This design comes from an exercise in tuning for small area and a short achievable clock period on the open sky130 flow, not from production work.
The RTL was checked by simulation tests, not by an equivalence proof against the original design.
Power is estimated from default activity; no workload was simulated.

try-willow:
Design aa, start of the top module:
module aa (
  input  logic        clk,
  input  logic        rst_n,
  input  logic        instr_valid,
  input  logic [31:0] instr,
  input  logic        ld_en,
  input  logic [4:0]  ld_addr,
  input  logic [15:0] ld_data,
  input  logic [4:0]  dbg_addr,
  output logic [15:0] dbg_data,
  output logic [15:0] sgpr,
  output logic        busy
);
Size in the first run: ~4500 cells after synthesis, about 570 flip-flops.
==> flow/config.mk <==
export PLATFORM = sky130hd
export DESIGN_NAME = aa
export DESIGN_NICKNAME = aa
export VERILOG_FILES = /design/flow/design.v
export SDC_FILE = /design/flow/constraint.sdc
export NUM_CORES = 4
export LEC_CHECK = 0
export CAP_MARGIN = 10
export CORE_MARGIN = 2
export CORE_UTILIZATION = 25
export CTS_BUF_LIST = sky130_fd_sc_hd__clkbuf_4 sky130_fd_sc_hd__clkbuf_8
export CTS_CLUSTER_DIAMETER = 60
export CTS_CLUSTER_SIZE = 20
export PLACE_DENSITY = 0.35
export SETUP_SLACK_MARGIN = 4.2
export SLEW_MARGIN = 10
==> flow/constraint.sdc <==
create_clock -name core_clock -period 10.0 [get_ports {clk}]
set_input_delay 2.0000 -clock core_clock [delete_from_list [all_inputs] [get_ports {clk}]]
set_output_delay 2.0000 -clock core_clock [all_outputs]
set_load 0.01 [all_outputs]
standard.sh (not shown) runs the stock make flow with config.mk's settings and CLKGATE_MAP_FILE= SYNTH_SCRIPT=/design/flow/synth_recipe.tcl, a recipe that flattens the netlist after the stock synthesis.
==> flow/flow/run.sh <==
#!/bin/bash
set -e
export CTS_ARGS="-sink_clustering_enable -repair_clock_nets -sink_clustering_size 20 -sink_clustering_max_diameter 60 -buf_list {sky130_fd_sc_hd__clkbuf_4 sky130_fd_sc_hd__clkbuf_8} -dont_use_dummy_load"
bash standard.sh > standard.log 2>&1
[flow] try-willow | stages: complete | final checks: fail | reason: capacitance limit, slew limit
#### Input delta (try-harbor over try-willow)
Settings: removing CTS_CLUSTER_DIAMETER (formerly 60); changing SLEW_MARGIN from 10 to 20; removing CTS_CLUSTER_SIZE (formerly 20); removing SETUP_SLACK_MARGIN (formerly 4.2); removing CTS_BUF_LIST (formerly sky130_fd_sc_hd__clkbuf_4 sky130_fd_sc_hd__clkbuf_8); changing CAP_MARGIN from 10 to 20.
==> flow/run.sh (new file) <==
#!/bin/bash
# synth_recipe.tcl (not shown) runs the flow's synth.tcl, then flattens the netlist and writes it again
# the make line also repeats each setting of config.mk as NAME=value (left out here)
make -C /OpenROAD-flow-scripts/flow DESIGN_CONFIG=/design/flow/config.mk WORK_HOME=/design/flow/orfs CLKGATE_MAP_FILE= SYNTH_SCRIPT=/design/flow/synth_recipe.tcl finish
removed: flow/flow/run.sh
removed: flow/standard.sh
==> comparison <==
- No stage failed in try-harbor, and the final checks on the layout all came back clean.
- From try-harbor to try-willow, final routed DRC violation total did not move at all.
- Share of the cycle needed by the critical path after routing was higher in the run labelled try-harbor.
- Diff try-harbor..try-willow | sequential cell count | unchanged
- Of the two values seen for highest-delay cell along the critical path, sky130_fd_sc_hd__or4_4 was produced by try-willow and sky130_fd_sc_hd__nor2_2 by try-harbor.
- Re arrival time reported for the critical path endpoint: try-willow was lower than try-harbor.
For try-violet, these inputs were changed with respect to try-harbor:
Settings: CTS_CLUSTER_SIZE now 20, previously not set; SETUP_SLACK_MARGIN now 4.0, previously not set; CAP_MARGIN now 10, was 20; CTS_CLUSTER_DIAMETER now 60, previously not set; SLEW_MARGIN now 10, was 20; CTS_BUF_LIST now sky130_fd_sc_hd__clkbuf_4 sky130_fd_sc_hd__clkbuf_8, previously not set.
[summary]
- The final report for try-violet shows a completed flow and a layout that fails verification, specifically capacitance limit.
- Overall power (try-violet vs. try-harbor) decreases by more than 10%
- Compare try-violet and try-harbor | delay contributed by the slowest stage of the critical path lower: try-violet
- Diff try-harbor -> try-violet: combined flip-flop and latch cell area roughly the same, post-layout utilization of the core higher, share of the clock period used by the worst path lower.
> inputs changed (try-violet -> try-fjord)
Settings: changing SETUP_SLACK_MARGIN from 4.0 to 4.2; removing CTS_CLUSTER_DIAMETER (formerly 60); removing CTS_CLUSTER_SIZE (formerly 20); changing CAP_MARGIN from 10 to 20; changing SLEW_MARGIN from 10 to 20.
Findings:
Taking try-violet as the reference, in try-fjord aggregate global-route resource usage grew by 0.32 points, routed wire length went up, number of global-route vias before repair rose by 341, clock-buffer cell count rose 110%, delay of the slowest critical-path stage went up by 0.16 ns.
try-fjord reports a higher number of diodes than try-violet does.
Compared with try-violet, in try-fjord wire length of the first global-routing pass climbed about 0.8%, total power after layout climbed about 14%, setup slack climbed 0.043 ns.
try-fjord: done, clean on timing, DRC and antenna
--- input diff try-fjord..try-lagoon ---
Settings: swapping 20 for 10 in CAP_MARGIN; putting CTS_CLUSTER_SIZE at 20 where nothing was set; putting CTS_CLUSTER_DIAMETER at 60 where nothing was set; swapping 20 for 10 in SLEW_MARGIN.
## What came out
Compared with try-fjord, try-lagoon shows a higher peak fanout along the critical path.
Between try-fjord and try-lagoon, the flow reports final instance area decreasing slightly.
From try-fjord to try-lagoon the numbers moved as follows: post-route non-filler standard cell count decreased 59, total via count in the routed design decreased 0.41%, combinational power decreased about 3%, layout buffering overhead excluding clock cells increased 0.21 points, net switching fraction of the power increased 3.2 points.
On total length of routed wires, try-lagoon and try-fjord are basically level.
When try-lagoon is set beside try-fjord, its critical path depth in cells turns out to be 1 smaller.
Compared with try-fjord, in try-lagoon overall power shrank by 0.00071 W, mean number of vias per cell grew by about 0.45%.

## build 8
Another version of the RTL of aa (not shown whole).
Size in the first run: roughly 4700 cells after synthesis, roughly 570 flip-flops, roughly 95 I/O pins, ~0.039 sq mm of cells after synthesis.
## aa
module aa (
  input  logic        clk,
  input  logic        rst_n,
  input  logic        instr_valid,
  input  logic [31:0] instr,
  input  logic        ld_en,
  input  logic [4:0]  ld_addr,
  input  logic [15:0] ld_data,
  input  logic [4:0]  dbg_addr,
  output logic [15:0] dbg_data,
  output logic [15:0] sgpr,
  output logic        busy
);
==> flow/config.mk <==
export PLATFORM = sky130hd
export DESIGN_NAME = aa
export DESIGN_NICKNAME = aa
export VERILOG_FILES = /design/flow/design.v
export SDC_FILE = /design/flow/constraint.sdc
export NUM_CORES = 4
export LEC_CHECK = 0
export CAP_MARGIN = 20
export CORE_MARGIN = 2
export CORE_UTILIZATION = 25
export CTS_BUF_LIST = sky130_fd_sc_hd__clkbuf_4 sky130_fd_sc_hd__clkbuf_8
export CTS_CLUSTER_DIAMETER = 50
export CTS_CLUSTER_SIZE = 16
export PLACE_DENSITY = 0.35
export SETUP_SLACK_MARGIN = 4.2
export SLEW_MARGIN = 20
==> flow/constraint.sdc <==
create_clock -name core_clock -period 10.0 [get_ports {clk}]
set_input_delay 2.0000 -clock core_clock [delete_from_list [all_inputs] [get_ports {clk}]]
set_output_delay 2.0000 -clock core_clock [all_outputs]
set_load 0.01 [all_outputs]
==> flow/flow/run.sh <==
#!/bin/bash
set -e
export CTS_ARGS="-sink_clustering_enable -repair_clock_nets -sink_clustering_size 16 -sink_clustering_max_diameter 50 -buf_list {sky130_fd_sc_hd__clkbuf_4 sky130_fd_sc_hd__clkbuf_8} -dont_use_dummy_load"
bash standard.sh > standard.log 2>&1
## Diff of input files: build 66 against build 8
Settings: a change of PLACE_DENSITY from 0.35 to 0.36; a change of CORE_UTILIZATION from 25 to 30; a change of SETUP_SLACK_MARGIN from 4.2 to 4.1; a change of CTS_CLUSTER_DIAMETER from 50 to 60; a change of CTS_CLUSTER_SIZE from 16 to 20.
==> flow/run.sh (new file) <==
#!/bin/bash
# synth_recipe.tcl (not shown) runs the flow's synth.tcl, then flattens the netlist and writes it again
# the make line also repeats each setting of config.mk as NAME=value (left out here)
make -C /OpenROAD-flow-scripts/flow DESIGN_CONFIG=/design/flow/config.mk WORK_HOME=/design/flow/orfs CLKGATE_MAP_FILE= SYNTH_SCRIPT=/design/flow/synth_recipe.tcl finish
removed: flow/flow/run.sh
removed: flow/standard.sh
Going from build 8 to build 66, non-clock buffer count has decreased, final area has decreased, total power consumption of the routed design has increased.
Setup changes, build 66 to build 35
Settings: SETUP_SLACK_MARGIN changed from 4.1 to 4.0; CORE_UTILIZATION changed from 30 to 25; PLACE_DENSITY changed from 0.36 to 0.35.
Notes after the runs:
~same fraction of standard cell area that is sequential in build 35 and build 66
dbg_data[12] as the capture point of the worst path was reported by build 35, and dbg_data[7] by build 66.
In the metrics for build 35 and build 66, the one carrying the lower clock buffer instance count of the final layout is build 66.
Build 35 vs build 66: detailed-route wire length per cell down
Summary — overall global routing resource usage, build 35 relative to build 66: lower, by 6.4 points.
The portion of total power attributed to the clock network number comes out lower for build 66 vs build 35.
Per the comparison of build 35 with build 66, initial core utilization lower; utilization lower; global-route wire length before repair higher; total number of vias lower; routed length on met1 higher.
### build 35 -> build 94
Settings: putting TNS_END_PERCENT at 20 where nothing was set.
Results
- Per the final summary, build 94 finished and its layout is clean on timing, DRC and antenna.
- Going from build 35 to build 94, setup TNS after final layout shows no meaningful change, maximum VDD drop shows a reduction of 4.1%, final cell count without fillers shows no meaningful change.

## afterwards: timing with drivers on the ports
In the flow no input, the clock included, has a driving cell. The finished layouts below were timed again as built, in two steps.
Step 1: set_driving_cell puts a clkbuf_16 on clk and a buf_2 on each other input, an assumption about the parent block.
Step 2 times the ports against the registers' clock, not the clock port: input delays grow and output delays shrink by t, the midpoint of the rising clock arrivals with the driver on.
a / b / c = ideal ports / drivers / drivers and shift; a / b = the first two.
run	t (ns)	setup WS [ns]	hold slack, ns
try-willow	0.857	4.028 / 3.948 / 3.548	0.556 / 0.556 / 0.556
try-harbor	0.774	2.379 / 2.355 / 2.355	0.560 / 0.560 / 0.560
try-violet	0.894	3.981 / 3.943 / 3.570	0.560 / 0.560 / 0.560
try-fjord	0.944	4.024 / 3.962 / 3.701	0.554 / 0.554 / 0.554
try-lagoon	0.902	4.041 / 3.965 / 3.743	0.560 / 0.560 / 0.560
build 8	0.892	4.006 / 3.925 / 3.145	0.550 / 0.550 / 0.550
build 66	0.912	4.043 / 3.961 / 3.417	0.565 / 0.565 / 0.565
build 35	0.943	3.969 / 3.833 / 3.428	0.569 / 0.569 / 0.569
build 94	0.926	3.885 / 3.748 / 3.470	0.574 / 0.574 / 0.574
The setup slack of build 8, which loses most, moves by -0.081 ns with the drivers and by -0.861 ns with both steps.
